This is an optimization exercise on Yosys and OpenROAD, whose aim is small area, a short achievable clock period and few clock cycles per item, not a production implementation. In this exercise RTL edits were held to simulation tests only and were not proved equivalent to the original. Power and IR drop assume default switching activity.

// signed_integer_to_radix_digits_unit
module signed_integer_to_radix_digits_unit #(
   parameter int MAX_BASE = sitrd_pkg::MAX_BASE
) (
   input  wire logic                                  clock,
   input  wire logic                                  reset,
   input  wire logic                                  req_tvalid,
   output logic                                       req_tready,
   input  wire logic signed [sitrd_pkg::NUM_W-1:0]    req_tdata,
   output logic                                       rsp_tvalid,
   input  wire logic                                  rsp_tready,
   output logic [sitrd_pkg::SYM_W-1:0]                rsp_tdata,
   output logic                                       rsp_tlast,
   output logic                                       rsp_tuser,
   input  wire logic                                  csr_psel,
   input  wire logic                                  csr_penable,
   input  wire logic                                  csr_pwrite,
   input  wire logic [sitrd_pkg::CSR_ADDR_W-1:0]      csr_paddr,
   input  wire logic [sitrd_pkg::CSR_DATA_W-1:0]      csr_pwdata,
   output logic [sitrd_pkg::CSR_DATA_W-1:0]           csr_prdata,
   output logic                                       csr_pready
);
   localparam int QW = 42;    
   localparam int CH = 4;     
   logic [4:0]  radix_ff;
   logic [63:0] symbols_low_ff;
   logic [63:0] symbols_high_ff;
   logic        csr_write;
   logic [1:0]  csr_index;
   assign csr_pready = 1'b1;
   assign csr_write  = csr_psel && csr_penable && csr_pwrite;
   assign csr_index  = csr_paddr[4:3];
   always_ff @(posedge clock) begin
      if (reset) begin
         radix_ff        <= sitrd_pkg::RADIX_RESET;
         symbols_low_ff  <= sitrd_pkg::SYMBOLS_LOW_RESET;
         symbols_high_ff <= sitrd_pkg::SYMBOLS_HIGH_RESET;
      end else if (csr_write) begin
         case (csr_index)
  ...
Size in the first run: ~4000 cells after synthesis, roughly 450 flip-flops, about 190 I/O pins.
clock: 11.0 ns
lec_check: 0
abc_area: 1
cap_margin: 10
core_margin: 2
core_utilization: 40
cts_buf_list: sky130_fd_sc_hd__clkbuf_4 sky130_fd_sc_hd__clkbuf_8
setup_slack_margin: 5
slew_margin: 10
run.sh (not shown) runs the stock make flow with config.mk's settings and CLKGATE_MAP_FILE= SYNTH_SCRIPT=/design/flow/synth_recipe.tcl, a recipe that flattens the netlist after the stock synthesis.
The first run completed without violations.
Testbench counts at the start, summed over its fixed seeds: cycles 43,021, items 4,800.
Rerun with:
- CAP_MARGIN: 10 -> 20
- SETUP_SLACK_MARGIN: 5 -> 4.5
- SLEW_MARGIN: 10 -> 20
After rerunning: Via count went down by 2.0%. Design area decreases by 3.1%. Critical path depth does not change. Synthesized area is unchanged. Wire length shrinks by 2.8%. Final cell count is lower by 1.7%. Sequential power stays flat. Sequential share of layout area grows by 1.0 points. Die area stays the same.
Rerun with:
- SETUP_SLACK_MARGIN: 4.5 -> 5
Effect:
- The new run completed with no timing, DRC or antenna violations
- die area does not change
- non-clock buffer count came out higher by 88
- area after synthesis stays the same
- wire length increases by 2.9%
Rerun with:
- ABC_AREA: 1 -> not set
=> Clock skew fell by 0.029 ns. Critical path depth rose by 26. Via count fell by 11%.
Rerun with:
- ABC_AREA: not set -> 1
- CORE_UTILIZATION: 40 -> 50
Setup slack degrades by 0.0047 ns. Global-route usage climbs by 8.2 points. Core utilization increases by 12 points. Worst hold slack loses 0.0030 ns. Critical path depth came out higher by 3. Routed wire length rises by 7.2%. Final cell count increases by 16%. Fmax is about the same. Register-to-register slack stays flat. Clock-buffer cell count goes down by 6. Via count increases by 16%.

---

Another version of the RTL of signed_integer_to_radix_digits_unit (not shown whole).
For scale: about 3200 cells after synthesis, roughly 400 flip-flops, ~0.029 mm^2 of cells after synthesis.
Settings: LEC_CHECK=0, CAP_MARGIN=5, CORE_MARGIN=2, CORE_UTILIZATION=40, SETUP_SLACK_MARGIN=5, SLEW_MARGIN=5; clock period 11.0 ns.
Testbench counts at the start, summed over its fixed seeds: cycles 44,716, items 4,800.
==> next run, changes <==
- CAP_MARGIN: 5 -> 20
- CTS_BUF_LIST: unset -> sky130_fd_sc_hd__clkbuf_4 sky130_fd_sc_hd__clkbuf_8
- SLEW_MARGIN: 5 -> 20
Hold slack loses 0.0082 ns.
Die area does not change.
Global-route usage went up by 0.53 points.
Setup slack gets better by 0.088 ns.

==> afterwards: timing with drivers on the ports <==
The results above use ideal ports. As a check the final layouts listed here were re-extracted and re-timed, cells and wires unchanged.
Step 1: set_driving_cell puts a clkbuf_16 on clock and a buf_2 on each other input, an assumption about the parent block.
Step 2, shift: input delay + t, output delay - t, t = (earliest + latest rising clock arrival at the registers) / 2. This alone moves slack from input paths to output paths.
Slacks: no drivers / after step 1 / after step 2; pairs: no drivers / after step 1.
| run | t (ns) | slack for setup (ns) | worst setup path after step 2 |
|---|---|---|---|
| the first run of note 1 | 0.748 | 4.989 / 4.971 / 4.882 | input to register |
| the second run of note 1 | 0.760 | 4.568 / 4.542 / 4.386 | input to register |
| the third run of note 1 | 0.748 | 4.989 / 4.971 / 4.882 | input to register |
| the fourth run of note 1 | 0.738 | 4.951 / 4.949 / 4.567 | input to register |
| the fifth run of note 1 | 0.748 | 4.946 / 4.946 / 4.806 | input to register |
| the first run of note 2 | 0.670 | 4.657 / 4.657 / 4.543 | input to register |
| the second run of note 2 | 0.734 | 4.745 / 4.745 / 4.562 | input to register |
After both steps setup and hold are still met in every run listed. For the fourth run of note 1, which loses most, drivers alone change the setup slack by -0.002 ns; drivers and shift together by -0.384 ns.
